What follows belongs to an exercise in optimizing a design on an open flow for small area; a production flow would make more cautious choices. Function was checked by simulation only, so behaviour that the tests miss may differ from the original. Power and IR drop assume default switching activity.

==> flow/design.v <==
`timescale 1ns/1ps
`default_nettype none
module raster_position (
    input  logic        clk_i,
    input  logic        rst_i,
    input  logic        cen_i,           
    input  logic [1:0]  blank_i,         
    output logic [10:0] pos_x_o,
    output logic [10:0] pos_y_o,
    output logic        frame_start_o    
);
    logic        hblank_q;    
    logic        vblank_q;    
    logic [10:0] x_q;
    logic [10:0] y_q;
    logic        h_fall;      
    logic        h_rise;      
    logic        v_fall;      
    assign h_fall = hblank_q & ~blank_i[0];
    assign h_rise = ~hblank_q & blank_i[0];
    assign v_fall = vblank_q & ~blank_i[1];
    function automatic logic [10:0] inc(input logic [10:0] a, input logic ci);
        logic c;
        c = ci;
        for (int i = 0; i < 11; i++) begin
            inc[i] = a[i] ^ c;
            c      = a[i] & c;
        end
    endfunction
    logic x_inc;
    logic x_clr;
    logic y_inc;
    logic y_clr;
    assign x_inc = cen_i && !blank_i[0];
    assign x_clr = rst_i || (cen_i && h_fall);
    assign y_inc = cen_i && h_rise;
    assign y_clr = rst_i || (cen_i && v_fall);    
    always_ff @(posedge clk_i) begin
        if (rst_i) begin
            hblank_q <= 1'b0;
            vblank_q <= 1'b0;
        end else if (cen_i) begin
            hblank_q <= blank_i[0];
            vblank_q <= blank_i[1];
        end
        x_q <= x_clr ? 11'd0 : inc(x_q, x_inc);
        y_q <= y_clr ? 11'd0 : inc(y_q, y_inc);
    end
    assign pos_x_o       = x_q;
    assign pos_y_o       = y_q;
    assign frame_start_o = v_fall;   
endmodule
`default_nettype wire
`timescale 1ns/1ps
`default_nettype none
module snowflake_field (
    input  logic        clk_i,
    input  logic        rst_i,
    input  logic        cen_i,
    input  logic        frame_start_i,
    input  logic [10:0] pos_x_i,
    input  logic [10:0] pos_y_i,
    output logic        hit_o,
    output logic [23:0] rgb_o
);
    localparam int NS = 8;                    
    logic [NS-1:0][10:0] fx;                  
    logic [NS-1:0][10:0] fy;
    logic [12-1:0] hit;              
    function automatic logic [14:0] rsub(input logic [13:0] a, input logic [13:0] b);
        logic        c;
        logic [13:0] d;
        c = 1'b1;
        for (int i = 0; i < 14; i++) begin
            d[i] = a[i] ^ ~b[i] ^ c;
            c    = (a[i] & ~b[i]) | (c & (a[i] ^ ~b[i]));
        end
        rsub = {c, d};
    endfunction
    function automatic logic ge(input logic [13:0] a, input logic [13:0] b);
        logic [14:0] t;
        t  = rsub(a, b);
        ge = t[14];
    endfunction
    function automatic logic [14:0] radd(input logic [13:0] a, input logic [13:0] b);
        logic        c;
        logic [13:0] d;
        c = 1'b0;
        for (int i = 0; i < 14; i++) begin
            d[i] = a[i] ^ b[i] ^ c;
            c    = (a[i] & b[i]) | (c & (a[i] ^ b[i]));
        end
        radd = {c, d};
    endfunction
    function automatic logic [2:0] mag(input logic [3:0] d);
        logic [2:0] n;
        n   = ~d[2:0];                          
        mag = d[3] ? {n[2] ^ (n[1] & n[0]), n[1] ^ n[0], ~n[0]} : d[2:0];
    endfunction
    function automatic logic star(input logic [3:0] dx, input logic [3:0] dy);
        logic [2:0] ax;
        logic [2:0] ay;
        ax   = mag(dx);
        ay   = mag(dy);
        star = (dx != 4'b1000) && (dy != 4'b1000) &&
               (ax[2:1] == 2'b00 || ay[2:1] == 2'b00 || ax == ay);
    endfunction
    function automatic logic [4:0] win(input logic [11:0] d, input int c);
        logic [11:0] lo;
        logic [11:0] hi;
        logic [14:0] t;
        lo  = 12'(c - 8) ^ 12'h800;             
        hi  = 12'(c + 7) ^ 12'h800;
        t   = rsub({10'd0, d[3:0]}, 14'(c & 15));
        win = {ge({2'b0, d ^ 12'h800}, {2'b0, lo}) && ge({2'b0, hi}, {2'b0, d ^ 12'h800}), t[3:0]};
    endfunction
    logic adv;                                  
    logic p3;                                   
    assign adv = cen_i && frame_start_i;
    for (genvar j = 0; j < NS; j++) begin : g_flake
        localparam int S  = j + 1;              
        localparam int X0 = (j * 160) % 1920;
        localparam int Y0 = (j * 90) % 1080;
        if (j == 0 || j == 2 || j == 4 || j == 6) begin : g_st
            logic        wrap;                  
            logic        xw;                    
            logic [13:0] y_add;
            logic [13:0] x_add;
            logic [14:0] y_sum;
            logic [14:0] x_sum;
            logic [10:0] y_nx;
            logic [10:0] xq;
            assign wrap  = adv && ge({3'b0, fy[j]}, 14'(1080 - S));
            assign xw    = ge({3'b0, fx[j]}, 14'(1920 - 137));
            assign y_add = adv ? 14'(S) : 14'd0;
            assign x_add = wrap ? (xw ? 14'(137 + 2048 - 1920) :
                                        14'(137)) : 14'd0;
            assign y_sum = radd({3'b0, fy[j]}, y_add);
            assign x_sum = radd({3'b0, fx[j]}, x_add);
            assign y_nx  = wrap ? 11'd0 : y_sum[10:0];
            if (j == 7) begin : g_y8
                logic [10:3] yh;
                logic        odd;
                always_ff @(posedge clk_i) begin
                    if (rst_i) begin
                        yh  <= 8'(Y0 >> 3);
                        odd <= 1'b1;
                    end else begin
                        yh  <= y_nx[10:3];
                        odd <= y_nx[1];
                    end
                end
                assign fy[j] = {yh, odd, odd, 1'b0};
            end else begin : g_y
                logic [10:0] yh;
                always_ff @(posedge clk_i) begin
                    if (rst_i) yh <= 11'(Y0);
                    else       yh <= y_nx;
                end
                assign fy[j] = yh;
            end
            always_ff @(posedge clk_i) begin
                if (rst_i) xq <= 11'(X0);
                else       xq <= x_sum[10:0];
            end
            assign fx[j] = xq;
        end else begin : g_der
            localparam int P  = (j == 5) ? 2 : (j == 7) ? 3 : 0;   
            localparam int M  = (j == 3) ? 4 : 2;           
            localparam int SH = (j == 3) ? 2 : 1;           
            localparam int K  = (j == 3) ? 268 : (j == 7) ? 88 : 90;
            localparam int C  = (j == 3) ? 480 : 160;
            logic [3:0]  th;                    
            logic [13:0] ky;                    
            logic [13:0] cx;                    
            logic [14:0] y_sum;
            logic [14:0] x_sum;
            logic [4:0]  hs;                    
            logic [3:0]  hm;
            for (genvar k = 1; k <= 4; k++) begin : g_q
                if ((M * 1079 + K) >= 1080 * k) begin : g_t
                    assign th[k-1] = ge({3'b0, fy[P]}, 14'((1080 * k - K + M - 1) / M));
                end else begin : g_n
                    assign th[k-1] = 1'b0;
                end
            end
            always_comb begin
                if      (th[3]) begin ky = 14'(K - 4320); cx = 14'(C + 548); end
                else if (th[2]) begin ky = 14'(K - 3240); cx = 14'(C + 411); end
                else if (th[1]) begin ky = 14'(K - 2160); cx = 14'(C + 274); end
                else if (th[0]) begin ky = 14'(K - 1080); cx = 14'(C + 137); end
                else            begin ky = 14'(K);        cx = 14'(C);       end
                if (j == 3) ky[1] = p3;         
                if (j == 7 && p3) ky = th[0] ? 14'(84 - 1080) : 14'd90;
            end
            assign y_sum = radd(14'(fy[P]) << SH, ky);
            assign x_sum = radd(14'(fx[P]) << SH, cx);
            logic [14:0] hsum;
            logic [14:0] hinc;
            assign hsum  = radd(14'(x_sum[13:11]), 14'(x_sum[10:7]));
            assign hs    = hsum[4:0];
            assign hinc  = radd(14'(hs), 14'd1);   
            assign hm    = ge(14'(hs), 14'd15) ? hinc[3:0] : hs[3:0];
            assign fy[j] = y_sum[10:0];
            assign fx[j] = {hm, x_sum[6:0]};
        end
    end
    always_ff @(posedge clk_i) begin
        if (rst_i)                                    p3 <= 1'b1;
        else if (adv && fy[0] == 11'd202) p3 <= 1'b0;
    end
    for (genvar j = 0; j < NS; j++) begin : g_draw
        logic [11:0] ddx;                       
        logic [11:0] ddy;                       
        logic [4:0]  wx;
        logic [4:0]  wy;
        assign ddx    = 12'(rsub({3'b0, pos_x_i}, {3'b0, fx[j]}));
        assign ddy    = 12'(rsub({3'b0, pos_y_i}, {3'b0, fy[j]}));
        assign wx     = win(ddx, 0);
        assign wy     = win(ddy, 0);
        assign hit[j] = wx[4] && wy[4] && star(wx[3:0], wy[3:0]);
        if (j < 4) begin : g_twin               
            logic       lo;                     
            logic       xw;                     
            logic       odd;                    
            logic [4:0] vx;
            logic [4:0] vy;
            assign lo  = ~ge({3'b0, fy[j]}, 14'd360);
            assign xw  = lo ? ge({3'b0, fx[j]}, 14'd640) : ge({3'b0, fx[j]}, 14'd503);
            assign odd = (j == 3) && p3;
            assign vx  = lo ? (xw ? win(ddx, -640) : win(ddx, 1280)) :
                              (xw ? win(ddx, -503) : win(ddx, 1417));
            assign vy  = lo ? win(ddy, 720) : odd ? win(ddy, -362) : win(ddy, -360);
            assign hit[j+8] = vx[4] && vy[4] && star(vx[3:0], vy[3:0]);
        end
    end
    assign hit_o = |hit;
    assign rgb_o = hit_o ? 24'(24'hFF_FF_FF) : 24'(24'h00_00_00);
endmodule
`default_nettype wire
`timescale 1ns/1ps
`default_nettype none
module character_sprites (
    input  logic [10:0] pos_x_i,
    input  logic [10:0] pos_y_i,
    output logic        hit_o,
    output logic [23:0] rgb_o
);
    function automatic logic ge(input logic [10:0] a, input logic [10:0] b);
        logic c;
        c = 1'b1;
        for (int i = 0; i < 11; i++) begin
            c = (a[i] & ~b[i]) | (c & ~(a[i] ^ b[i]));
        end
        ge = c;
    endfunction
    function automatic logic [5:0] sub6(input logic [5:0] a, input logic [5:0] b);
        logic c;
        c = 1'b1;
        for (int i = 0; i < 6; i++) begin
            sub6[i] = a[i] ^ ~b[i] ^ c;
            c       = (a[i] & ~b[i]) | (c & ~(a[i] ^ b[i]));
        end
    endfunction
    function automatic logic run_hit(input logic [10:0] row, input logic [5:0] rx);
        logic [4:0] m;                        
        logic [4:0] t;
        m       = rx[4:0] ^ {5{rx[5]}};
        t       = rx[5] ? row[4:0] : row[9:5];
        run_hit = row[10] && ge({6'd0, t}, {6'd0, m});
    endfunction
    function automatic logic ghost_run(input logic [6:0] row, input logic [5:0] rx);
        logic [4:0] m;
        m         = rx[4:0] ^ {5{rx[5]}};
        ghost_run = row[6] && ge({6'd0, row[4:0]}, {6'd0, m}) &&
                    (!rx[5] || row[5] || m != row[4:0]);
    endfunction
    function automatic logic [6:0] ghost_row(input logic [5:0] ry);
        case (ry)
            6'd40: ghost_row = {1'b1, 1'b0, 5'd6};   
            6'd41: ghost_row = {1'b1, 1'b0, 5'd8};   
            6'd42: ghost_row = {1'b1, 1'b0, 5'd10};   
            6'd43: ghost_row = {1'b1, 1'b0, 5'd11};   
            6'd44: ghost_row = {1'b1, 1'b0, 5'd13};   
            6'd45: ghost_row = {1'b1, 1'b0, 5'd14};   
            6'd46: ghost_row = {1'b1, 1'b0, 5'd15};   
            6'd47: ghost_row = {1'b1, 1'b0, 5'd15};   
            6'd48: ghost_row = {1'b1, 1'b0, 5'd16};   
            6'd49: ghost_row = {1'b1, 1'b0, 5'd17};   
            6'd50: ghost_row = {1'b1, 1'b0, 5'd17};   
            6'd51: ghost_row = {1'b1, 1'b0, 5'd18};   
            6'd52: ghost_row = {1'b1, 1'b0, 5'd18};   
            6'd53: ghost_row = {1'b1, 1'b0, 5'd19};   
            6'd54: ghost_row = {1'b1, 1'b0, 5'd19};   
            6'd55: ghost_row = {1'b1, 1'b0, 5'd19};   
            6'd56: ghost_row = {1'b1, 1'b0, 5'd19};   
            6'd57: ghost_row = {1'b1, 1'b0, 5'd19};   
            6'd58: ghost_row = {1'b1, 1'b0, 5'd19};   
            6'd59: ghost_row = {1'b1, 1'b0, 5'd20};   
            6'd60: ghost_row = {1'b1, 1'b0, 5'd20};   
            6'd61: ghost_row = {1'b1, 1'b0, 5'd20};   
            6'd62: ghost_row = {1'b1, 1'b0, 5'd20};   
            6'd63: ghost_row = {1'b1, 1'b0, 5'd20};   
            6'd0: ghost_row = {1'b1, 1'b0, 5'd20};   
            6'd1: ghost_row = {1'b1, 1'b0, 5'd20};   
            6'd2: ghost_row = {1'b1, 1'b0, 5'd20};   
            6'd3: ghost_row = {1'b1, 1'b0, 5'd20};   
            6'd4: ghost_row = {1'b1, 1'b0, 5'd20};   
            6'd5: ghost_row = {1'b1, 1'b0, 5'd20};   
            6'd6: ghost_row = {1'b1, 1'b0, 5'd20};   
            6'd7: ghost_row = {1'b1, 1'b0, 5'd20};   
            6'd8: ghost_row = {1'b1, 1'b0, 5'd20};   
            6'd9: ghost_row = {1'b1, 1'b0, 5'd20};   
            6'd10: ghost_row = {1'b1, 1'b0, 5'd20};   
            6'd11: ghost_row = {1'b1, 1'b0, 5'd20};   
            6'd12: ghost_row = {1'b1, 1'b0, 5'd20};   
            6'd13: ghost_row = {1'b1, 1'b0, 5'd20};   
            6'd14: ghost_row = {1'b1, 1'b0, 5'd20};   
            6'd15: ghost_row = {1'b1, 1'b0, 5'd20};   
            6'd16: ghost_row = {1'b1, 1'b0, 5'd20};   
            6'd17: ghost_row = {1'b1, 1'b0, 5'd20};   
            6'd18: ghost_row = {1'b1, 1'b0, 5'd20};   
            6'd19: ghost_row = {1'b1, 1'b0, 5'd20};   
            6'd20: ghost_row = {1'b1, 1'b1, 5'd19};   
            6'd21: ghost_row = {1'b1, 1'b1, 5'd19};   
            6'd22: ghost_row = {1'b1, 1'b1, 5'd11};   
            6'd23: ghost_row = {1'b1, 1'b1, 5'd11};   
            6'd24: ghost_row = {1'b1, 1'b1, 5'd3};   
            default: ghost_row = '0;
        endcase
    endfunction
    function automatic logic [10:0] pac_row(input logic [4:0] ay);
        case (ay)
            5'd0: pac_row = {1'b1, 5'd0, 5'd28};
            5'd1: pac_row = {1'b1, 5'd1, 5'd28};
            5'd2: pac_row = {1'b1, 5'd2, 5'd28};
            5'd3: pac_row = {1'b1, 5'd4, 5'd28};
            5'd4: pac_row = {1'b1, 5'd5, 5'd28};
            5'd5: pac_row = {1'b1, 5'd7, 5'd28};
            5'd6: pac_row = {1'b1, 5'd8, 5'd28};
            5'd7: pac_row = {1'b1, 5'd9, 5'd28};
            5'd8: pac_row = {1'b1, 5'd11, 5'd27};
            5'd9: pac_row = {1'b1, 5'd12, 5'd27};
            5'd10: pac_row = {1'b1, 5'd14, 5'd27};
            5'd11: pac_row = {1'b1, 5'd15, 5'd26};
            5'd12: pac_row = {1'b1, 5'd17, 5'd26};
            5'd13: pac_row = {1'b1, 5'd18, 5'd26};
            5'd14: pac_row = {1'b1, 5'd19, 5'd25};
            5'd15: pac_row = {1'b1, 5'd21, 5'd24};
            5'd16: pac_row = {1'b1, 5'd22, 5'd24};
            5'd17: pac_row = {1'b1, 5'd24, 5'd23};
            5'd18: pac_row = {1'b1, 5'd23, 5'd22};
            5'd19: pac_row = {1'b1, 5'd23, 5'd22};
            5'd20: pac_row = {1'b1, 5'd22, 5'd21};
            5'd21: pac_row = {1'b1, 5'd21, 5'd20};
            5'd22: pac_row = {1'b1, 5'd20, 5'd19};
            5'd23: pac_row = {1'b1, 5'd19, 5'd18};
            5'd24: pac_row = {1'b1, 5'd17, 5'd16};
            5'd25: pac_row = {1'b1, 5'd16, 5'd15};
            5'd26: pac_row = {1'b1, 5'd14, 5'd13};
            5'd27: pac_row = {1'b1, 5'd13, 5'd12};
            5'd28: pac_row = {1'b1, 5'd10, 5'd9};
            5'd29: pac_row = {1'b1, 5'd7, 5'd6};
            default: pac_row = '0;
        endcase
    endfunction
    logic [5-1:0] g_in;       
    logic [5:0]             g_rx;       
    logic [5:0]             g_ry;
    logic [4:0]             g_m;
    logic [5:0]             g_c;        
    logic                   g_yin;
    logic                   g_hit;
    logic                   g_eye;
    logic                   g_pupil;
    logic [23:0]            g_col;
    logic [5:0]             p_rx;
    logic [5:0]             p_ry;
    logic [5:0]             p_ay;
    logic                   p_in;
    logic                   pac_hit;
    always_comb begin
        g_col = '0;
        g_in[0] = ge(pos_x_i, 11'(150 - 20)) &&
                  ge(11'(150 + 20), pos_x_i);
        g_in[1] = ge(pos_x_i, 11'(550 - 20)) &&
                  ge(11'(550 + 20), pos_x_i);
        g_in[2] = ge(pos_x_i, 11'(960 - 20)) &&
                  ge(11'(960 + 20), pos_x_i);
        g_in[3] = ge(pos_x_i, 11'(1180 - 20)) &&
                  ge(11'(1180 + 20), pos_x_i);
        g_in[4] = ge(pos_x_i, 11'(1650 - 20)) &&
                  ge(11'(1650 + 20), pos_x_i);
        g_c = '0;
        if (g_in[0]) begin g_c = 6'(150); g_col = 24'hFF_B0_FF; end
        if (g_in[1]) begin g_c = 6'(550); g_col = 24'hFF_00_00; end
        if (g_in[2]) begin g_c = 6'(960); g_col = 24'h00_80_FF; end
        if (g_in[3]) begin g_c = 6'(1180); g_col = 24'h00_FF_00; end
        if (g_in[4]) begin g_c = 6'(1650); g_col = 24'h80_00_FF; end
        g_rx = sub6(pos_x_i[5:0], g_c);
        g_ry  = sub6(pos_y_i[5:0], 6'(150));
        g_yin = ge(pos_y_i, 11'(150 - 25)) &&
                ge(11'(150 + 25), pos_y_i);
        g_hit = (|g_in) && g_yin && ghost_run(ghost_row(g_ry), g_rx);
        g_m   = g_rx[4:0] ^ {5{g_rx[5]}};
        g_eye   = ge({6'd0, g_m}, g_rx[5] ? 11'd5 : 11'd6) &&
                  ge(g_rx[5] ? 11'd11 : 11'd12, {6'd0, g_m}) &&
                  ge({5'd0, ~g_ry[5], g_ry[4:0]}, 11'(32 - 10)) &&
                  ge(11'(32 - 4), {5'd0, ~g_ry[5], g_ry[4:0]});
        g_pupil = ge({6'd0, g_m}, g_rx[5] ? 11'd7 : 11'd8) &&
                  ge(g_rx[5] ? 11'd9 : 11'd10, {6'd0, g_m}) &&
                  ge({5'd0, ~g_ry[5], g_ry[4:0]}, 11'(32 - 8)) &&
                  ge(11'(32 - 6), {5'd0, ~g_ry[5], g_ry[4:0]});
        p_in    = ge(pos_x_i, 11'(960 - 32)) && ge(11'(960 + 31), pos_x_i) &&
                  ge(pos_y_i, 11'(250 - 31)) && ge(11'(250 + 31), pos_y_i);
        p_rx    = sub6(pos_x_i[5:0], 6'(960));
        p_ry    = sub6(pos_y_i[5:0], 6'(250));
        p_ay    = p_ry[5] ? sub6(6'd0, p_ry) : p_ry;     
        pac_hit = p_in && run_hit(pac_row(p_ay[4:0]), p_rx);
        if (pac_hit) begin
            hit_o = 1'b1;
            rgb_o = 24'hFF_FF_00;
        end else if (g_hit) begin
            hit_o = 1'b1;
            rgb_o = g_pupil ? 24'h00_00_00 : g_eye ? 24'hFF_FF_FF : g_col;
        end else begin
            hit_o = 1'b0;
            rgb_o = '0;
        end
    end
endmodule
`default_nettype wire
`timescale 1ns/1ps
`default_nettype none
module layer_compositor (
    input  logic        clk_i,
    input  logic        rst_i,
    input  logic        cen_i,
    input  logic [2:0]  sync_i,
    input  logic        char_hit_i,
    input  logic [23:0] char_rgb_i,
    input  logic        flake_hit_i,
    input  logic [23:0] flake_rgb_i,
    output logic [23:0] rgb_o,
    output logic [2:0]  sync_o
);
    logic [23:0] rgb_d;
    logic [23:0] rgb_q;
    logic [2:0]  sync_q;
    always_comb begin
        if (flake_hit_i) begin
            rgb_d = flake_rgb_i;          
        end else if (char_hit_i) begin
            rgb_d = char_rgb_i;           
        end else begin
            rgb_d = 24'h00_00_00;
        end
    end
    always_ff @(posedge clk_i) begin
        if (rst_i) begin
            rgb_q  <= '0;
            sync_q <= '0;
        end else if (cen_i) begin
            rgb_q  <= rgb_d;
            sync_q <= sync_i;             
        end
    end
    assign rgb_o  = rgb_q;
    assign sync_o = sync_q;
endmodule
`default_nettype wire
`timescale 1ns/1ps
`default_nettype none
module snow_overlay_top (
    input  logic        clk_i,
    input  logic        rst_i,
    input  logic        cen_i,      
    input  logic [1:0]  blank_i,    
    input  logic [2:0]  sync_i,     
    output logic [23:0] rgb_o,      
    output logic [2:0]  sync_o      
);
    logic [10:0] pos_x;
    logic [10:0] pos_y;
    logic        frame_start;
    logic        flake_hit;
    logic [23:0] flake_rgb;
    logic        char_hit;
    logic [23:0] char_rgb;
    raster_position u_raster (
        .clk_i         (clk_i),
        .rst_i         (rst_i),
        .cen_i         (cen_i),
        .blank_i       (blank_i),
        .pos_x_o       (pos_x),
        .pos_y_o       (pos_y),
        .frame_start_o (frame_start)
    );
    snowflake_field u_snow (
        .clk_i         (clk_i),
        .rst_i         (rst_i),
        .cen_i         (cen_i),
        .frame_start_i (frame_start),
        .pos_x_i       (pos_x),
        .pos_y_i       (pos_y),
        .hit_o         (flake_hit),
        .rgb_o         (flake_rgb)
    );
    character_sprites u_chars (
        .pos_x_i (pos_x),
        .pos_y_i (pos_y),
        .hit_o   (char_hit),
        .rgb_o   (char_rgb)
    );
    layer_compositor u_comp (
        .clk_i       (clk_i),
        .rst_i       (rst_i),
        .cen_i       (cen_i),
        .sync_i      (sync_i),
        .char_hit_i  (char_hit),
        .char_rgb_i  (char_rgb),
        .flake_hit_i (flake_hit),
        .flake_rgb_i (flake_rgb),
        .rgb_o       (rgb_o),
        .sync_o      (sync_o)
    );
endmodule
`default_nettype wire
==> flow/flow/run.sh <==
#!/bin/bash
# Own layout flow: the standard synthesis, then the combinational logic between the
# (unchanged) flip-flops is re-mapped with a stronger ABC script, then the standard layout
# from floorplan to finish. Each tool's output goes to a log file of its own here.
set -euo pipefail
W=$(pwd)
F=$W/flow
YOSYS=${YOSYS_EXE:-/OpenROAD-flow-scripts/tools/install/yosys/bin/yosys}
[[ -x $YOSYS ]] || YOSYS=yosys

# 1. Standard synthesis (the standard flow's own script, unchanged)
bash standard.sh synth > "$W/synth_std.log" 2>&1
R=$(dirname "$(ls "$W"/orfs/results/*/snow_overlay_top/base/1_2_yosys.v | head -n 1)")
cp "$R/1_2_yosys.v" "$W/netlist_std.v"

# 2. Re-map the gates between the flip-flops
RESYN_LIB=$FLOW_HOME/platforms/$FLOW_PLATFORM/lib/sky130_fd_sc_hd__tt_025C_1v80.lib \
RESYN_NETLIST=$W/netlist_std.v RESYN_TOP=$FLOW_TOP RESYN_SCRIPT=$F/resyn.abc \
RESYN_STAT=$W/resyn_stat.txt RESYN_OUT=$W/netlist_resyn.v \
  "$YOSYS" -c "$F/resyn.tcl" > "$W/resyn.log" 2>&1
cp "$W/netlist_resyn.v" "$R/1_2_yosys.v"
rm -f "$R/1_synth.odb" "$R/1_synth.sdc"

# 3. Standard layout on the new netlist. Ports get the smallest buffer; the clock tree uses
# mid-size buffers without dummy loads.
bash standard.sh \
  "BUFFER_PORTS_ARGS=-buffer_cell sky130_fd_sc_hd__buf_1" \
  "CTS_ARGS=-sink_clustering_enable -repair_clock_nets -buf_list sky130_fd_sc_hd__clkbuf_16 -dont_use_dummy_load -sink_clustering_size 30 -sink_clustering_max_diameter 100" \
  "GPL_TIMING_DRIVEN=0" "REMOVE_ABC_BUFFERS=1" finish > "$W/layout.log" 2>&1
==> flow/flow/resyn.abc <==
strash
balance -l; resub -K 6 -l; rewrite -l; resub -K 6 -N 2 -l; refactor -l; resub -K 8 -l; balance -l; resub -K 8 -N 2 -l; rewrite -l; resub -K 10 -l; rewrite -z -l; resub -K 10 -N 2 -l; balance -l; resub -K 12 -l; refactor -z -l; resub -K 12 -N 2 -l; rewrite -z -l; balance -l
balance -l; resub -K 6 -l; rewrite -l; resub -K 6 -N 2 -l; refactor -l; resub -K 8 -l; balance -l; resub -K 8 -N 2 -l; rewrite -l; resub -K 10 -l; rewrite -z -l; resub -K 10 -N 2 -l; balance -l; resub -K 12 -l; refactor -z -l; resub -K 12 -N 2 -l; rewrite -z -l; balance -l
balance -l; resub -K 6 -l; rewrite -l; resub -K 6 -N 2 -l; refactor -l; resub -K 8 -l; balance -l; resub -K 8 -N 2 -l; rewrite -l; resub -K 10 -l; rewrite -z -l; resub -K 10 -N 2 -l; balance -l; resub -K 12 -l; refactor -z -l; resub -K 12 -N 2 -l; rewrite -z -l; balance -l
dch -f
amap
topo
dnsize -c
==> flow/flow/resyn.tcl <==
# Re-optimises the combinational logic of the standard synthesis's netlist with a stronger ABC
# script. Every flip-flop stays as the same instance, name and cell; only the gates between them
# are remapped. Reads and writes the netlist named by $::env(RESYN_NETLIST).
yosys -import
set lib $::env(RESYN_LIB)
set keep {sky130_fd_sc_hd__dfxtp_1 sky130_fd_sc_hd__dfxtp_2 sky130_fd_sc_hd__dfxtp_4 sky130_fd_sc_hd__conb_1}
set dont_use {sky130_fd_sc_hd__probe_p_8 sky130_fd_sc_hd__probec_p_8 sky130_fd_sc_hd__lpflow_bleeder_1 sky130_fd_sc_hd__lpflow_clkbufkapwr_1 sky130_fd_sc_hd__lpflow_clkbufkapwr_16 sky130_fd_sc_hd__lpflow_clkbufkapwr_2 sky130_fd_sc_hd__lpflow_clkbufkapwr_4 sky130_fd_sc_hd__lpflow_clkbufkapwr_8 sky130_fd_sc_hd__lpflow_clkinvkapwr_1 sky130_fd_sc_hd__lpflow_clkinvkapwr_16 sky130_fd_sc_hd__lpflow_clkinvkapwr_2 sky130_fd_sc_hd__lpflow_clkinvkapwr_4 sky130_fd_sc_hd__lpflow_clkinvkapwr_8 sky130_fd_sc_hd__lpflow_decapkapwr_12 sky130_fd_sc_hd__lpflow_decapkapwr_3 sky130_fd_sc_hd__lpflow_decapkapwr_4 sky130_fd_sc_hd__lpflow_decapkapwr_6 sky130_fd_sc_hd__lpflow_decapkapwr_8 sky130_fd_sc_hd__lpflow_inputiso0n_1 sky130_fd_sc_hd__lpflow_inputiso0p_1 sky130_fd_sc_hd__lpflow_inputiso1n_1 sky130_fd_sc_hd__lpflow_inputiso1p_1 sky130_fd_sc_hd__lpflow_inputisolatch_1 sky130_fd_sc_hd__lpflow_isobufsrc_1 sky130_fd_sc_hd__lpflow_isobufsrc_16 sky130_fd_sc_hd__lpflow_isobufsrc_2 sky130_fd_sc_hd__lpflow_isobufsrc_4 sky130_fd_sc_hd__lpflow_isobufsrc_8 sky130_fd_sc_hd__lpflow_isobufsrckapwr_16 sky130_fd_sc_hd__lpflow_lsbuf_lh_hl_isowell_tap_1 sky130_fd_sc_hd__lpflow_lsbuf_lh_hl_isowell_tap_2 sky130_fd_sc_hd__lpflow_lsbuf_lh_hl_isowell_tap_4 sky130_fd_sc_hd__lpflow_lsbuf_lh_isowell_4 sky130_fd_sc_hd__lpflow_lsbuf_lh_isowell_tap_1 sky130_fd_sc_hd__lpflow_lsbuf_lh_isowell_tap_2 sky130_fd_sc_hd__lpflow_lsbuf_lh_isowell_tap_4 }
read_liberty -ignore_miss_func $lib
read_verilog $::env(RESYN_NETLIST)
hierarchy -top $::env(RESYN_TOP)
foreach c $keep { catch { setattr -mod -set keep_hierarchy 1 $c } }
flatten
foreach c $keep { catch { blackbox $c } }
opt_clean -purge
set du_args {}
foreach c $dont_use { lappend du_args -dont_use $c }
abc -liberty $lib {*}$du_args -script $::env(RESYN_SCRIPT)
opt_clean -purge
splitnets
opt_clean -purge
hilomap -singleton -hicell sky130_fd_sc_hd__conb_1 HI -locell sky130_fd_sc_hd__conb_1 LO
insbuf -buf sky130_fd_sc_hd__buf_4 A X
tee -o $::env(RESYN_STAT) stat -liberty $lib
select $::env(RESYN_TOP)
write_verilog -noattr -nohex -nodec -selected $::env(RESYN_OUT)
==> flow/standard.sh <==
#!/bin/bash
# synth_recipe.tcl (not shown) runs the flow's synth.tcl, then flattens the netlist and writes it again
# the make line also repeats each setting of config.mk as NAME=value (left out here)
make -C /OpenROAD-flow-scripts/flow DESIGN_CONFIG=/design/flow/config.mk WORK_HOME=/design/flow/orfs CLKGATE_MAP_FILE= SYNTH_SCRIPT=/design/flow/synth_recipe.tcl "${@:-finish}"
==> flow/config.mk <==
export PLATFORM = sky130hd
export DESIGN_NAME = snow_overlay_top
export DESIGN_NICKNAME = snow_overlay_top
export VERILOG_FILES = /design/flow/design.v
export SDC_FILE = /design/flow/constraint.sdc
export NUM_CORES = 4
export LEC_CHECK = 0
export ABC_AREA = 1
export CAP_MARGIN = 20
export CORE_MARGIN = 2
export CORE_UTILIZATION = 40
export SLEW_MARGIN = 20
==> flow/constraint.sdc <==
create_clock -name core_clock -period 12.5 [get_ports {clk_i}]
set_input_delay 2.5000 -clock core_clock [delete_from_list [all_inputs] [get_ports {clk_i}]]
set_output_delay 2.5000 -clock core_clock [all_outputs]
set_load 0.01 [all_outputs]
==> summary.txt, run 1 <==
Outcome
  • Status: finished clean

Place
  • Port bufs: 34
  • Dpl cell area: 15900 um2
  • Final HPWL DP: 41500 um
  • Placed Cells incl. Taps: 3205
  • RD Place Congestion: 0.940

Final layout
  • Area grow syn2layout: 7.30%
  • Share of layout cells above drive strength 1: 0.0136
  • Fill cells: 4062
  • Final instance count without filler cells: 3222
  • Antenna diodes: 0
  • Finished Cell Area: 16400 um2
  • Nets@finish: 2721

Worst setup path
  • Buf/Inv on CP: 8
  • Worst Path Max Fanout: 7
  • Critical R2R Launch: u_snow.g_flake[0].g_st.g_y.yh[1]$_SDFF_PP0_
  • CP startpoint: u_snow.g_flake[0].g_st.g_y.yh[1]$_SDFF_PP0_
  • Crit start category: flop
  • CP most frequent cell: nand2_1
  • Crit path arrival time: 11.49 ns
  • Critical path's top delay family: simple AND/OR/NAND/NOR gates
  • Setup CP Type: reg2reg
  • Critical path's slowest cell: dfxtp_1
  • Critical Path RT: 12.82 ns
  • Max stage delay on crit path: 0.45 ns
  • CP Capture Type: flop

Global route
  • Total Routing Usage GR: 0.263
  • Vias in the first global route: 17357
  • Initial antenna violation count: 0
  • Largest net degree at the start of global routing: 37
  • First-pass GRT wire length: 83800 um
  • Total grt overflow: 0

Floorplanning
  • Starting Density: 0.406
  • Die area: 39700 um2
  • Core area: 37600 um2
  • Core Rows: 71
  • Die Ht: 199 um
  • Die X: 199 um
  • I/O Pins: 35

Detailed routing
  • DRT antenna net count: 0
  • Final wirelength: 53100 um
  • Drt wl/cell: 16.5 um
  • Initial DRC count: 1358
  • Drt pass-1 iters: 8
  • Vias: 19302
  • DR vias/cell: 5.99
  • DRC Markers: 0

Timing
  • Fin. max-slew vios: 0
  • Final period util: 0.894
  • Hold Slack: 0.484 ns
  • Fmax: 89.5 MHz
  • Setup Skew: 0.0201 ns
  • Fin crit period: 11.17 ns
  • Actual slew at the worst max-slew pin: 1.13 ns
  • Final setup violation count: 0
  • Setup TNS: 0 ns
  • Relative slew slack: 0.240
  • Fin. Hold Viols: 0

Clocking
  • Clock buffer depth: 2
  • CTS tree: built
  • Number of setup buffers added after CTS: 0
  • H-Tree Depth: 4
  • Clock Latency Late Sink: 0.45 ns
  • Total CTS buffers: 17
  • Clock Pin Slew Worst Setup and Hold Paths: 0.05 ns
  • Cts hold-fix bufs: 0
  • # resized after CTS: 0
  • Clk root buf: clkbuf_16
  • Clock sink count: 122

Worst hold path
  • Hold_sp: u_raster.vblank_q$_SDFFE_PP0P_
  • Worst Hold Class: reg2reg

Pwr
  • PwrDens: 58.7 nW/um2
  • Maximum vdd ir drop: 0.0000931 V
  • Cell leakage power: 5.35 nW

Job
  • Max Cap Viol: 0

Synthesis
  • Syn Inst Count: 2683
  • Mean Syn Cell Area: 5.68 um2
  • Synth warnings: 4
  • Mapped cell area: 15200 um2
## where the power goes
part	switching (W)	total, W	leakage [nW]	internal, W
sequential	0.0000103	0.000405	0.988	0.000395
clock	0.000174	0.000409	0.209	0.000234
combinational	0.0000989	0.000146	4.15	0.0000474
## registers in the layout (all words and copies together) (netlist names)
signal / cells
u_comp.rgb_q: 6
u_snow.p3: 1
u_raster.x_q: 11
u_snow.g_flake.g_st.g_y.yh: 44
u_raster.vblank_q: 1
u_snow.g_flake.g_st.xq: 44
u_raster.hblank_q: 1
u_raster.y_q: 11
u_comp.sync_q: 3
## metal layers
metal,vias up,routed length (um),global-route usage
met5,-,0,0
met4,0,2170,0.122
met3,119,2740,0.0265
met2,595,25500,0.474
met1,8722,22600,0.314
li1,9866,-,-
## metrics by stage
step	utilization	setup slack [ns]	power [W]
after floorplan	-	3.10	0.000512
after global placement	0.421	-0.669	0.000550
after detailed placement	0.423	0.113	0.000556
after CTS	0.434	0.0757	0.000960
after global routing	0.435	-0.0340	0.000996
final	0.435	1.33	0.000960
## path summary, 6_finish.rpt
| check | depth (start not counted) | slack (ns) | end |
|---|---|---|---|
| hold reg to reg | 2 | 0.48 | u_raster.vblank_q$_SDFFE_PP0P_ |
| setup reg to reg | 69 | 1.33 | u_comp.rgb_q[23]$_SDFFE_PP0P_ |
| setup / recovery | 69 | 1.33 | u_comp.rgb_q[23]$_SDFFE_PP0P_ |
| hold / removal | 2 | 0.48 | u_raster.vblank_q$_SDFFE_PP0P_ |
## area by class of cell
cell class,count,area (um2),area share
Timing Repair Buffer,38,189,0.0115
Inverter,284,1070,0.0655
Tap cell,511,639,0.0391
Clock buffer,17,425,0.0260
Multi-Input combinational cell,2250,11600,0.708
Sequential cell,122,2440,0.149
## tightest hold or removal path: cells and delay by family, from the launching register on
family           cells  cell delay [ns]
flip-flops           1             0.31
AND/OR/NAND/NOR      2             0.13
## layout by cell type (no fill, tap or decap), types with 5 or more instances in the layout
cell type,count
nor4_1,22
and2_0,8
a32oi_1,5
o22a_1,11
nand4_1,22
o32a_1,5
a221oi_1,11
a21o_1,8
or2_0,20
nor2b_1,13
o221ai_1,9
or4_1,8
nand3_1,37
o22ai_1,66
a31oi_1,19
a211oi_1,49
buf_1,33
nor3_1,101
o21a_1,61
nand2b_1,11
nand2_1,398
dfxtp_1,120
o2111ai_1,5
nor2_1,472
a21oi_1,189
or3_1,16
a22oi_1,126
clkbuf_16,17
a2111oi_0,8
o211ai_1,11
clkinv_1,281
o21ai_0,466
==> run 2: changes to the inputs <==
--- a/flow/flow/run.sh
+++ b/flow/flow/run.sh
@@ -26,4 +26,4 @@
 bash standard.sh \
   "BUFFER_PORTS_ARGS=-buffer_cell sky130_fd_sc_hd__buf_1" \
-  "CTS_ARGS=-sink_clustering_enable -repair_clock_nets -buf_list sky130_fd_sc_hd__clkbuf_16 -dont_use_dummy_load -sink_clustering_size 30 -sink_clustering_max_diameter 100" \
+  "CTS_ARGS=-sink_clustering_enable -repair_clock_nets -buf_list {sky130_fd_sc_hd__clkbuf_4 sky130_fd_sc_hd__clkbuf_8} -dont_use_dummy_load" \
   "GPL_TIMING_DRIVEN=0" "REMOVE_ABC_BUFFERS=1" finish > "$W/layout.log" 2>&1
==> summary.txt, run 2 <==
Clocking
  • H-Tree Depth: 4 (unchanged)
  • Clock buffer depth: 2 (unchanged)
  • Clk root buf: clkbuf_8
  • Number of setup buffers added after CTS: 0 (unchanged)
  • Clock Latency Late Sink: 0.49 ns (+0.04 ns)
  • CTS tree: built
  • # resized after CTS: 0 (unchanged)
  • Clock sink count: 122 (unchanged)
  • Clock Pin Slew Worst Setup and Hold Paths: 0.06 ns (about the same)
  • Cts hold-fix bufs: 0 (unchanged)
  • Total CTS buffers: 17 (unchanged)

Timing
  • Actual slew at the worst max-slew pin: 1.09 ns (-0.0386 ns)
  • Final setup violation count: 0 (unchanged)
  • Fin. Hold Viols: 0 (unchanged)
  • Setup Skew: 0.0277 ns (+0.00762 ns)
  • Fin crit period: 11.18 ns (+0.00445 ns)
  • Setup ws final: 1.32 ns (-0.00445 ns)
  • Final period util: 0.894 (about the same)
  • Fmax: 89.5 MHz (about the same)
  • Setup TNS: 0 ns (unchanged)
  • Fin. max-slew vios: 0 (unchanged)
  • Relative slew slack: 0.266 (+0.0259)

Floorplanning
  • Core Rows: 71 (unchanged)
  • Die Ht: 199 um (unchanged)
  • I/O Pins: 35 (unchanged)
  • Core area: 37600 um2 (unchanged)
  • Die area: 39700 um2 (unchanged)
  • Starting Density: 0.406 (unchanged)
  • Die X: 199 um (unchanged)

Final layout
  • Most common cell after layout, fill and taps aside: nor2_1
  • Area grow syn2layout: 6.04%
  • Most frequent cells in the layout: 472 x nor2_1, 466 x o21ai_0, 398 x nand2_1
  • Finished Cell Area: 16200 um2 (-1.2%)
  • Biggest regs: u_snow.g_flake.g_st.g_y.yh (44), u_snow.g_flake.g_st.xq (44)
  • Antenna diodes: 0 (unchanged)
  • Nets@finish: 2721 (unchanged)
  • Share of layout cells above drive strength 1: 0.0136 (unchanged)

Worst setup path
  • Crit start category: flop
  • Critical path's slowest cell: nor2_1
  • Reg2Reg Setup Slack: 1.32 ns (about the same)
  • Crit path depth: 66 (-4.3%)
  • Worst Path Max Fanout: 6 (-1)
  • Reg2reg path depth: 66 (-4.3%)
  • Critical Path Sink: u_comp.rgb_q[23]$_SDFFE_PP0P_
  • R2R Path End: u_comp.rgb_q[23]$_SDFFE_PP0P_
  • CP startpoint: u_snow.g_flake[0].g_st.g_y.yh[1]$_SDFF_PP0_
  • Max stage delay on crit path: 0.46 ns (about the same)
  • CP Capture Type: flop
  • Critical path's top delay family: simple AND/OR/NAND/NOR gates
  • Setup CP Type: reg2reg
  • Buf/Inv on CP: 7 (-1)
  • Critical Path RT: 12.86 ns (+0.04 ns)
  • Crit path arrival time: 11.53 ns (+0.04 ns)
  • Critical R2R Launch: u_snow.g_flake[0].g_st.g_y.yh[1]$_SDFF_PP0_

Pwr
  • Internal Dissipation: 0.000561 W (-17%)
  • Maximum vdd ir drop: 0.0000595 V (-36%)
  • Cell leakage power: 5.27 nW (-1.6%)
  • Clock power frac: 0.336 (-0.090)
  • Sequential power share: 0.488 (+0.066)
  • Comb pwr share: 0.176 (+0.024)
  • PwrDens: 51.3 nW/um2 (-13%)
  • Net Sw Frac: 0.323 (+0.0277)
  • Switching power: 0.000268 W (-5.6%)

Worst hold path
  • Worst Hold Class: reg2reg

Global route
  • Initial antenna violation count: 0 (unchanged)
  • First-pass GRT wire length: 83600 um (-0.34%)
  • Vias in the first global route: 17286 (-0.41%)
  • Total grt overflow: 0 (unchanged)
  • Largest net degree at the start of global routing: 37 (unchanged)
  • Total Routing Usage GR: 0.262 (-0.00119)

Detailed routing
  • Drt wl/cell: 16.4 um (-0.37%)
  • Final wirelength: 52900 um (-0.37%)
  • Vias: 19318 (+0.083%)
  • DRC Markers: 0 (unchanged)
  • DR vias/cell: 6.00 (about the same)
  • DRT antenna net count: 0 (unchanged)
  • Drt pass-1 iters: 6 (-2)
  • Initial DRC count: 1378 (+1.5%)

Outcome
  • Status: finished clean

Place
  • Port bufs: 34 (unchanged)
  • Pre-CTS setup slack: 0.113 ns (unchanged)
  • Dpl cell area: 15900 um2 (unchanged)
  • Final HPWL DP: 41500 um (unchanged)
  • RD Place Congestion: 0.940 (unchanged)

Synthesis
  • Mapped cell area: 15200 um2 (unchanged)
  • Synth warnings: 4 (unchanged)
  • Mean Syn Cell Area: 5.68 um2 (unchanged)
  • Syn Inst Count: 2683 (unchanged)

Job
  • Max Cap Viol: 0 (unchanged)
==> run 2: cell count changes in the layout (fill, tap and decap cells not counted) <==
cell	previous run	this run
clkbuf_16	17	0
clkbuf_8	0	17
==> run 2: metal layers <==
metal	vias to the layer above	global-route usage	part of all wire
met4	0	0.111	0.037
li1	9865	-	-
met1	8741	0.314	0.42
met3	113	0.0267	0.057
met5	-	0	0
met2	599	0.475	0.48
==> run 2: power by group through the flow <==
stage               registers, W  clock network [W]   logic, W
floorplan               0.000415                  0  0.0000974
global placement        0.000413                  0   0.000138
detailed placement      0.000413                  0   0.000143
CTS                     0.000404           0.000282   0.000143
global route            0.000406           0.000296   0.000164
finish                  0.000405           0.000278   0.000146
==> run 2: cell type report <==
class                      instances  area [um2]
clock buffer                      17         234
timing repair buffer              38         189
tap                              511         639
sequential                       122        2440
fill                            4079       21400
inverter                         284        1070
multi-input combinational       2250       11600
==> run 2: worst register-to-register path, delay by kind of cell, from the launching register on <==
family	cells	cell delay (ns)
buffers and inverters	7	1.39
DFF	1	0.44
AOI/OAI and AO/OA	21	3.69
and+or+nand+nor	38	5.61
==> run 2: stage by stage <==
stage / total power (W) / cells / hold slack, ns / utilization
after floorplan: 0.000512 / 2656 / 0.447 / -
after global placement: 0.000550 / 3201 / 0.463 / 0.421
after detailed placement: 0.000556 / 3205 / 0.482 / 0.423
after CTS: 0.000829 / 3222 / 0.493 / 0.429
after global routing: 0.000865 / 3222 / 0.501 / 0.430
final: 0.000829 / 3222 / 0.486 / 0.430
==> run 2: worst min-delay path by stage <==
stage	startpoint	to	slack (ns)	depth (start not counted)
after floorplan	u_snow.g_flake[6].g_st.xq[10]$_SDFF_PP0_	u_snow.g_flake[6].g_st.xq[10]$_SDFF_PP0_	0.45	2
final	u_snow.g_flake[2].g_st.g_y.yh[10]$_SDFF_PP0_	u_snow.g_flake[2].g_st.g_y.yh[10]$_SDFF_PP0_	0.49	2
after detailed placement	u_snow.g_flake[2].g_st.g_y.yh[10]$_SDFF_PP0_	u_snow.g_flake[2].g_st.g_y.yh[10]$_SDFF_PP0_	0.48	2
after global routing	u_raster.vblank_q$_SDFFE_PP0P_	u_raster.vblank_q$_SDFFE_PP0P_	0.50	2
after global placement	u_snow.g_flake[2].g_st.g_y.yh[10]$_SDFF_PP0_	u_snow.g_flake[2].g_st.g_y.yh[10]$_SDFF_PP0_	0.46	2
after CTS	u_raster.vblank_q$_SDFFE_PP0P_	u_raster.vblank_q$_SDFFE_PP0P_	0.49	2
==> run 3: changes to the inputs <==
--- a/flow/flow/run.sh
+++ b/flow/flow/run.sh
@@ -26,4 +26,4 @@
 bash standard.sh \
   "BUFFER_PORTS_ARGS=-buffer_cell sky130_fd_sc_hd__buf_1" \
-  "CTS_ARGS=-sink_clustering_enable -repair_clock_nets -buf_list {sky130_fd_sc_hd__clkbuf_4 sky130_fd_sc_hd__clkbuf_8} -dont_use_dummy_load" \
+  "CTS_ARGS=-sink_clustering_enable -repair_clock_nets -buf_list sky130_fd_sc_hd__clkbuf_8 -dont_use_dummy_load" \
   "GPL_TIMING_DRIVEN=0" "REMOVE_ABC_BUFFERS=1" finish > "$W/layout.log" 2>&1
==> summary.txt, run 3 <==
Worst setup path
  • Crit path depth: 66 (unchanged)
  • Critical path's slowest cell: nor2_1
  • Critical Path RT: 12.86 ns (about the same)
  • Max stage delay on crit path: 0.46 ns (about the same)
  • Crit path arrival time: 11.53 ns (about the same)
  • Buf/Inv on CP: 7 (unchanged)
  • Worst Path Max Fanout: 6 (unchanged)
  • Crit start category: flop
  • Critical path's top delay family: simple AND/OR/NAND/NOR gates
  • Setup CP Type: reg2reg
  • Reg2reg path depth: 66 (unchanged)
  • CP Capture Type: flop

Timing
  • Setup TNS: 0 ns (unchanged)
  • Hold Slack: 0.486 ns (unchanged)
  • Fmax: 89.5 MHz (unchanged)
  • Fin crit period: 11.18 ns (unchanged)
  • Fin. max-slew vios: 0 (unchanged)
  • Actual slew at the worst max-slew pin: 1.09 ns (unchanged)
  • Fin. Hold Viols: 0 (unchanged)
  • Final period util: 0.894 (unchanged)
  • Final setup violation count: 0 (unchanged)
  • Relative slew slack: 0.266 (unchanged)
  • Setup Skew: 0.0277 ns (unchanged)

Final layout
  • Most frequent cells in the layout: 472 x nor2_1, 466 x o21ai_0, 398 x nand2_1
  • Antenna diodes: 0 (unchanged)
  • Seq. cell area: 2440 um2 (unchanged)
  • Fill cells: 4079 (unchanged)
  • Footprint of the multi-input gates: 11600 um2 (unchanged)
  • Share of layout cells above drive strength 1: 0.0136 (unchanged)
  • Finished Cell Area: 16200 um2 (unchanged)
  • Nets@finish: 2721 (unchanged)
  • Most common cell after layout, fill and taps aside: nor2_1
  • Area grow syn2layout: 6.04% (unchanged)
  • Biggest regs: u_snow.g_flake.g_st.g_y.yh (44), u_snow.g_flake.g_st.xq (44)

Global route
  • First-pass GRT wire length: 83600 um (unchanged)
  • Largest net degree at the start of global routing: 37 (unchanged)
  • Initial antenna violation count: 0 (unchanged)
  • Total Routing Usage GR: 0.262 (unchanged)
  • M2 GR Usage: 0.475 (unchanged)
  • Met1 usage: 0.314 (unchanged)
  • Vias in the first global route: 17286 (unchanged)
  • Met3 usage: 0.0267 (unchanged)
  • GR peak layer: met2
  • Total grt overflow: 0 (unchanged)

Clocking
  • CTS tree: built
  • Clock Latency Late Sink: 0.49 ns (about the same)
  • Total CTS buffers: 17 (unchanged)
  • Clock sink count: 122 (unchanged)
  • H-Tree Depth: 4 (unchanged)
  • Clock buffer depth: 2 (unchanged)
  • Clock Pin Slew Worst Setup and Hold Paths: 0.06 ns (about the same)
  • Clk root buf: clkbuf_8

Worst hold path
  • Worst hold path cell count: 2 (unchanged)
  • Worst Hold Class: reg2reg

Floorplanning
  • Core Rows: 71 (unchanged)
  • Starting Density: 0.406 (unchanged)
  • Die Ht: 199 um (unchanged)
  • Core area: 37600 um2 (unchanged)
  • Die area: 39700 um2 (unchanged)
  • I/O Pins: 35 (unchanged)
  • Die X: 199 um (unchanged)

Pwr
  • Total power: 0.000829 W (unchanged)
  • Cell leakage power: 5.27 nW (unchanged)
  • PwrDens: 51.3 nW/um2 (unchanged)
  • Maximum vdd ir drop: 0.0000595 V (unchanged)

Synthesis
  • Syn Inst Count: 2683 (unchanged)
  • Mapped cell area: 15200 um2 (unchanged)
  • Synth warnings: 4 (unchanged)
  • Mean Syn Cell Area: 5.68 um2 (unchanged)

Detailed routing
  • DRC Markers: 0 (unchanged)
  • DRT antenna net count: 0 (unchanged)
  • Initial DRC count: 1378 (unchanged)
  • Drt wl/cell: 16.4 um (unchanged)
  • Final wirelength: 52900 um (unchanged)
  • Drt pass-1 iters: 6 (unchanged)
  • DR vias/cell: 6.00 (unchanged)
  • Vias: 19318 (unchanged)

Place
  • Final HPWL DP: 41500 um (unchanged)
  • RD Place Congestion: 0.940 (unchanged)
  • Dpl cell area: 15900 um2 (unchanged)
  • Port bufs: 34 (unchanged)

Job
  • Max Cap Viol: 0 (unchanged)

Outcome
  • Status: finished clean
-- run 3: metrics by stage --
stage	utilization	cells	worst slack [ns]
global placement	0.421	3201	-0.669
CTS	0.429	3222	0.0749
floorplan	-	2656	3.10
global route	0.430	3222	-0.0364
finish	0.430	3222	1.32
detailed placement	0.423	3205	0.113
-- run 3: final timing paths --
check	slack (ns)	end	from
min reg2reg	0.49	u_snow.g_flake[2].g_st.g_y.yh[10]$_SDFF_PP0_	u_snow.g_flake[2].g_st.g_y.yh[10]$_SDFF_PP0_
max	1.32	u_comp.rgb_q[23]$_SDFFE_PP0P_	u_snow.g_flake[0].g_st.g_y.yh[1]$_SDFF_PP0_
min	0.49	u_snow.g_flake[2].g_st.g_y.yh[10]$_SDFF_PP0_	u_snow.g_flake[2].g_st.g_y.yh[10]$_SDFF_PP0_
max reg2reg	1.32	u_comp.rgb_q[23]$_SDFFE_PP0P_	u_snow.g_flake[0].g_st.g_y.yh[1]$_SDFF_PP0_
-- run 3: cell type report --
class                      instances  share of cell area
clock buffer                      17              0.0145
inverter                         284              0.0662
multi-input combinational       2250               0.717
sequential                       122               0.151
tap                              511              0.0395
timing repair buffer              38              0.0117
-- run 3: timing repair --
action	CTS	global route
gates resized for setup	0	13
endpoints found under the setup margin	0	6
hold buffers	0	0
setup buffers	0	0
-- run 3: tightest hold or removal path, delay by kind of cell, from the launching register on --
kind / cells / cell delay, ns
flip-flops: 1 / 0.33
AND/OR/NAND/NOR: 2 / 0.12
-- run 3: where the power goes --
part	internal [W]	switching, W	total [W]
clock network	0.000119	0.000159	0.000278
logic	0.0000474	0.0000986	0.000146
registers	0.000394	0.0000104	0.000405
total	0.000561	0.000268	0.000829
-- run 3: layer usage --
| layer | routed length (um) | up-vias |
|---|---|---|
| li1 | - | 9865 |
| met1 | 22300 | 8741 |
| met5 | 0 | - |
| met4 | 1980 | 0 |
| met3 | 3020 | 113 |
| met2 | 25600 | 599 |
==> run 4: changes to the inputs <==
==> flow/flow/resyn.abc (replaced) <==
strash
&get -n
&deepsyn -T 120
&put
dch -f
amap -F 4 -A 10 -m
topo
dnsize -c
==> summary.txt, run 4 <==
Worst setup path
  • Max stage delay on crit path: 0.55 ns (+0.09 ns)
  • Buf/Inv on CP: 6 (-1)
  • Critical path's slowest cell: dfxtp_1
  • Worst Path Max Fanout: 11 (+5)
  • Critical path's top delay family: simple AND/OR/NAND/NOR gates
  • Reg2Reg Setup Slack: 1.05 ns (-0.27 ns)
  • Critical Path RT: 12.86 ns (about the same)
  • Crit path arrival time: 11.81 ns (+0.28 ns)
  • CP Capture Type: flop
  • Critical R2R Launch: u_snow.g_flake[0].g_st.g_y.yh[0]$_SDFF_PP0_
  • CP most frequent cell: nor2_1
  • Crit start category: flop
  • Setup CP Type: reg2reg
  • CP startpoint: u_snow.g_flake[0].g_st.g_y.yh[0]$_SDFF_PP0_

Final layout
  • Nets@finish: 2674 (-1.7%)
  • Share of layout cells above drive strength 1: 0.0131 (-0.000510)
  • Most frequent cells in the layout: 577 x nor2_1, 360 x a21oi_1, 288 x clkinv_1
  • Seq. cell area: 2440 um2 (unchanged)
  • Area grow syn2layout: 5.80%
  • Footprint of the multi-input gates: 11300 um2 (-2.9%)
  • Most common cell after layout, fill and taps aside: nor2_1
  • Biggest regs: u_snow.g_flake.g_st.g_y.yh (44), u_snow.g_flake.g_st.xq (44)
  • Antenna diodes: 0 (unchanged)
  • Fill cells: 4013 (-1.6%)

Synthesis
  • Syn Inst Count: 2635 (-1.8%)
  • Mapped cell area: 14900 um2 (-2.0%)
  • Synth warnings: 4 (unchanged)
  • Mean Syn Cell Area: 5.67 um2 (-0.23%)

Clocking
  • CTS tree: built
  • Clk root buf: clkbuf_8
  • Clock buffer depth: 2 (unchanged)
  • Clock Latency Late Sink: 0.47 ns (-0.02 ns)
  • Clock sink count: 122 (unchanged)
  • Cts hold-fix bufs: 0 (unchanged)
  • H-Tree Depth: 4 (unchanged)
  • Clock Pin Slew Worst Setup and Hold Paths: 0.08 ns (+0.02 ns)
  • Total CTS buffers: 17 (unchanged)

Timing
  • Fmax: 87.4 MHz (-2.4%)
  • Fin crit period: 11.45 ns (+0.271 ns)
  • Final period util: 0.916 (+0.0217)
  • Setup Skew: 0.0340 ns (+0.00629 ns)
  • Setup TNS: 0 ns (unchanged)
  • Final setup violation count: 0 (unchanged)
  • Actual slew at the worst max-slew pin: 1.15 ns (+0.0586 ns)
  • Fin. Hold Viols: 0 (unchanged)
  • RSZ-0062 raised after global routing: false
  • Hold Slack: 0.485 ns (-0.000917 ns)
  • Relative slew slack: 0.231 (-0.0345)
  • Fin. max-slew vios: 0 (unchanged)

Global route
  • Vias in the first global route: 16908 (-2.2%)
  • Initial antenna violation count: 0 (unchanged)
  • Largest net degree at the start of global routing: 41 (+11%)
  • Total grt overflow: 0 (unchanged)
  • First-pass GRT wire length: 87600 um (+4.8%)
  • Total Routing Usage GR: 0.284 (+0.0214)

Pwr
  • Total power: 0.000824 W (-0.58%)
  • Comb pwr share: 0.181 (+0.005)
  • PwrDens: 52.1 nW/um2 (+1.7%)
  • Clock power frac: 0.326 (-0.010)
  • Maximum vdd ir drop: 0.0000644 V (+8.1%)
  • Sequential power share: 0.493 (+0.005)
  • Switching power: 0.000263 W (-1.7%)
  • Internal Dissipation: 0.000561 W (about the same)
  • Cell leakage power: 5.22 nW (-0.77%)
  • Net Sw Frac: 0.320 (-0.00358)

Detailed routing
  • Initial DRC count: 1877 (+36%)
  • Vias: 19495 (+0.92%)
  • DRC Markers: 0 (unchanged)
  • DR vias/cell: 6.22 (+3.8%)
  • Final wirelength: 56600 um (+7.0%)
  • Drt wl/cell: 18.1 um (+10%)
  • DRT antenna net count: 0 (unchanged)
  • Drt pass-1 iters: 5 (-1)

Floorplanning
  • Core Rows: 70 (-1.4%)
  • Die Ht: 197 um (-0.99%)
  • Starting Density: 0.407 (+0.00134)
  • Die X: 197 um (-0.99%)
  • I/O Pins: 35 (unchanged)
  • Die area: 38900 um2 (-2.0%)
  • Core area: 36700 um2 (-2.3%)

Worst hold path
  • Hold_sp: u_raster.vblank_q$_SDFFE_PP0P_
  • Worst Hold Class: reg2reg

Place
  • Final HPWL DP: 41200 um (-0.83%)
  • RD Place Congestion: 0.955 (+1.6%)
  • Port bufs: 34 (unchanged)

Outcome
  • Status: finished clean

Job
  • Max Cap Viol: 0 (unchanged)
run 4: through the flow:
stage	worst slack [ns]	cell area (um2)	util	instances
global route	0.168	15800	0.431	3132
detailed placement	0.880	15500	0.424	3115
global placement	0.447	15400	0.421	3110
finish	1.05	15800	0.431	3132
CTS	0.811	15800	0.430	3132
floorplan	3.39	14700	-	2608
run 4: routing by layer:
| layer | GRT usage | vias up | wire [um] |
|---|---|---|---|
| li1 | - | 9789 | - |
| met1 | 0.369 | 8688 | 24500 |
| met2 | 0.462 | 832 | 24600 |
| met3 | 0.0382 | 186 | 4640 |
| met4 | 0.140 | 0 | 2900 |
| met5 | 0 | - | 0 |
run 4: power groups by stage:
| stage | Combinational, W | Clock [W] | Sequential [W] |
|---|---|---|---|
| floorplan | 0.0000980 | 0 | 0.000415 |
| global placement | 0.000141 | 0 | 0.000414 |
| detailed placement | 0.000145 | 0 | 0.000414 |
| CTS | 0.000146 | 0.000271 | 0.000406 |
| global route | 0.000166 | 0.000285 | 0.000407 |
| finish | 0.000149 | 0.000268 | 0.000406 |
run 4: final timing paths:
path | end | cells past startpoint
setup / recovery | u_comp.rgb_q[23]$_SDFFE_PP0P_ | 59
hold / removal | u_raster.vblank_q$_SDFFE_PP0P_ | 2
setup reg to reg | u_comp.rgb_q[23]$_SDFFE_PP0P_ | 59
hold reg to reg | u_raster.vblank_q$_SDFFE_PP0P_ | 2
run 4: area by class of cell:
type                            instances  area share
Multi-Input combinational cell       2196       0.712
Sequential cell                       122       0.155
Clock buffer                           17      0.0148
Tap cell                              468      0.0370
Timing Repair Buffer                   39      0.0123
Inverter                              290      0.0692
run 4: worst reg2reg max path, delay by kind of cell (launching register included):
kind / cells / cell delay, ns
AO/OA/AOI/OAI: 22 / 4.24
flip-flops: 1 / 0.55
buffers and inverters: 6 / 1.39
AND/OR/NAND/NOR: 31 / 5.21
run 4: timing repair:
item / 4_1_cts / 5_1_grt
resized for setup: 0 / 6
buffers inserted: 0 / 0
endpoints found under the setup margin: 0 / 6
==> run 5: changes to the inputs <==
--- a/flow/config.mk
+++ b/flow/config.mk
@@ -7,6 +7,6 @@
 export LEC_CHECK = 0
 export ABC_AREA = 1
-export CAP_MARGIN = 20
+export CAP_MARGIN = 0
 export CORE_MARGIN = 2
 export CORE_UTILIZATION = 40
-export SLEW_MARGIN = 20
+export SLEW_MARGIN = 0
==> summary.txt, run 5 <==
Outcome
  • Status: finished clean

Timing
  • Fin crit period: 11.47 ns (+0.0265 ns)
  • Final period util: 0.918 (+0.00212)
  • Final setup violation count: 0 (unchanged)
  • RSZ-0062 raised after global routing: false
  • Setup Skew: 0.0299 ns (-0.00410 ns)
  • Fmax: 87.2 MHz (-0.23%)
  • Relative slew slack: 0.149 (-0.0823)
  • Fin. max-slew vios: 0 (unchanged)
  • Actual slew at the worst max-slew pin: 1.27 ns (+0.123 ns)
  • Setup TNS: 0 ns (unchanged)
  • Fin. Hold Viols: 0 (unchanged)

Final layout
  • Final instance count without filler cells: 3130 (-0.064%)
  • Fill cells: 3959 (-1.3%)
  • Most common cell after layout, fill and taps aside: nor2_1
  • Finished Cell Area: 15700 um2 (-0.41%)
  • Share of layout cells above drive strength 1: 0.0105 (-0.00262)
  • Area grow syn2layout: 5.37%
  • Biggest regs: u_snow.g_flake.g_st.g_y.yh (44), u_snow.g_flake.g_st.xq (44)
  • Nets@finish: 2671 (-0.11%)
  • Most frequent cells in the layout: 577 x nor2_1, 360 x a21oi_1, 288 x clkinv_1
  • Final Util: 0.429 (-0.00177)

Detailed routing
  • Final wirelength: 56800 um (+0.34%)
  • Drt pass-1 iters: 7 (+2)
  • Initial DRC count: 2022 (+7.7%)
  • DRT antenna net count: 0 (unchanged)
  • DRC Markers: 0 (unchanged)
  • DR vias/cell: 6.21 (-0.16%)
  • Drt wl/cell: 18.1 um (+0.40%)
  • Vias: 19451 (-0.23%)

Global route
  • Largest net degree at the start of global routing: 46 (+12%)
  • Vias in the first global route: 16887 (-0.12%)
  • Total Routing Usage GR: 0.284 (+0.000411)
  • First-pass GRT wire length: 88000 um (+0.47%)
  • Total grt overflow: 0 (unchanged)
  • Initial antenna violation count: 0 (unchanged)

Floorplanning
  • Die area: 38900 um2 (unchanged)
  • Starting Density: 0.407 (unchanged)
  • Core area: 36700 um2 (unchanged)
  • Core Rows: 70 (unchanged)
  • Die Ht: 197 um (unchanged)
  • Die X: 197 um (unchanged)
  • I/O Pins: 35 (unchanged)

Pwr
  • Cell leakage power: 5.20 nW (-0.54%)
  • PwrDens: 52.5 nW/um2 (+0.61%)
  • Maximum vdd ir drop: 0.0000664 V (+3.1%)

Worst setup path
  • CP Capture Type: flop
  • Crit path arrival time: 11.82 ns (about the same)
  • Critical Path RT: 12.85 ns (about the same)
  • Setup CP Type: reg2reg
  • Critical path's slowest cell: dfxtp_1
  • Worst Path Max Fanout: 11 (unchanged)
  • CP most frequent cell: nor2_1
  • Max stage delay on crit path: 0.54 ns (about the same)
  • Crit start category: flop

Place
  • Dpl cell area: 15500 um2 (-0.43%)
  • Placed Cells incl. Taps: 3112 (-0.096%)
  • Final HPWL DP: 41000 um (-0.38%)
  • RD Place Congestion: 0.955 (unchanged)
  • Port bufs: 34 (unchanged)

Clocking
  • Clock Pin Slew Worst Setup and Hold Paths: 0.08 ns (about the same)
  • Clock Latency Late Sink: 0.47 ns (about the same)
  • Clk root buf: clkbuf_8
  • Clock sink count: 122 (unchanged)
  • H-Tree Depth: 4 (unchanged)
  • Cts hold-fix bufs: 0 (unchanged)
  • CTS tree: built
  • Clock buffer depth: 2 (unchanged)
  • Total CTS buffers: 17 (unchanged)

Job
  • Max Cap Viol: 0 (unchanged)

Synthesis
  • Syn Inst Count: 2635 (unchanged)
  • Synth warnings: 4 (unchanged)
  • Mean Syn Cell Area: 5.67 um2 (unchanged)
  • Mapped cell area: 14900 um2 (unchanged)

Worst hold path
  • Worst Hold Class: reg2reg
## run 5: report_power, final
group,switching [W],total [W],internal [W]
registers,0.0000117,0.000406,0.000394
logic,0.000102,0.000148,0.0000457
clock network,0.000152,0.000272,0.000119
## run 5: repair_timing
| action | CTS | global route |
|---|---|---|
| gates resized for setup | 0 | 6 |
| endpoints found under the setup margin | 0 | 6 |
| buffers inserted | 0 | 0 |
## run 5: final timing paths
check,startpoint,to,slack [ns],cells after the start
hold / removal,u_raster.vblank_q$_SDFFE_PP0P_,u_raster.vblank_q$_SDFFE_PP0P_,0.49,2
setup / recovery,u_snow.g_flake[0].g_st.g_y.yh[0]$_SDFF_PP0_,u_comp.rgb_q[15]$_SDFFE_PP0P_,1.03,58
setup reg to reg,u_snow.g_flake[0].g_st.g_y.yh[0]$_SDFF_PP0_,u_comp.rgb_q[15]$_SDFFE_PP0P_,1.03,58
hold reg to reg,u_raster.vblank_q$_SDFFE_PP0P_,u_raster.vblank_q$_SDFFE_PP0P_,0.49,2
## run 5: final cells by class
| class | instances | area [um2] | share of cell area |
|---|---|---|---|
| multi-input cells | 2196 | 11200 | 0.714 |
| well taps | 468 | 586 | 0.0372 |
| flip-flops and latches | 122 | 2440 | 0.155 |
| diodes | 1 | 2.50 | 0.000159 |
| clock buffers | 17 | 234 | 0.0149 |
| repair buffers | 36 | 141 | 0.00898 |
| inverters | 290 | 1090 | 0.0695 |
## run 5: per-stage QoR
stage               setup slack, ns  power [W]  hold slack [ns]
floorplan                      3.39   0.000513            0.455
global placement              0.447   0.000555            0.472
detailed placement            0.777   0.000558            0.483
CTS                           0.721   0.000825            0.494
global route                 0.0486   0.000862            0.531
finish                         1.03   0.000826            0.493
## run 5: worst max-delay path, delay by kind of cell (launching register included)
kind,cells,cell delay (ns)
AND/OR/NAND/NOR,30,4.98
flip-flops,1,0.54
AO/OA/AOI/OAI,22,4.43
buffers and inverters,6,1.39
## run 5: routing by layer
layer	vias to the layer above	share of wire	routed length, um	GRT usage
met2	815	0.45	25400	0.471
li1	9754	-	-	-
met3	153	0.079	4470	0.0360
met4	0	0.040	2240	0.116
met1	8729	0.43	24700	0.372
met5	-	0	0	0

static timing again, ports no longer ideal:
The results above use ideal ports. As a check the final layouts listed here were re-extracted and re-timed, cells and wires unchanged. Step 1 assumes that a clkbuf_16 drives the clock port and a buf_2 every other input. Step 2 adds t to the input delays and takes it off the output delays; t is the mean of the earliest and latest rising clock arrival at the registers after step 1. Input paths then give back, and output paths get back, about the clock's delay inside the block. Three values: no drivers, after step 1, after step 2; two values: the first two.
run | t (ns) | slack for setup (ns) | latest minus earliest clock arrival (ns)
run 1 | 0.487 | 1.328 / 1.328 / 1.328 | 0.023 / 0.023
run 2 | 0.522 | 1.323 / 1.323 / 1.323 | 0.035 / 0.035
run 3 | 0.522 | 1.323 / 1.323 / 1.323 | 0.035 / 0.035
run 4 | 0.502 | 1.052 / 1.052 / 1.052 | 0.034 / 0.034
run 5 | 0.502 | 1.026 / 1.026 / 1.026 | 0.031 / 0.031
After both steps setup and hold are still met in every run listed.
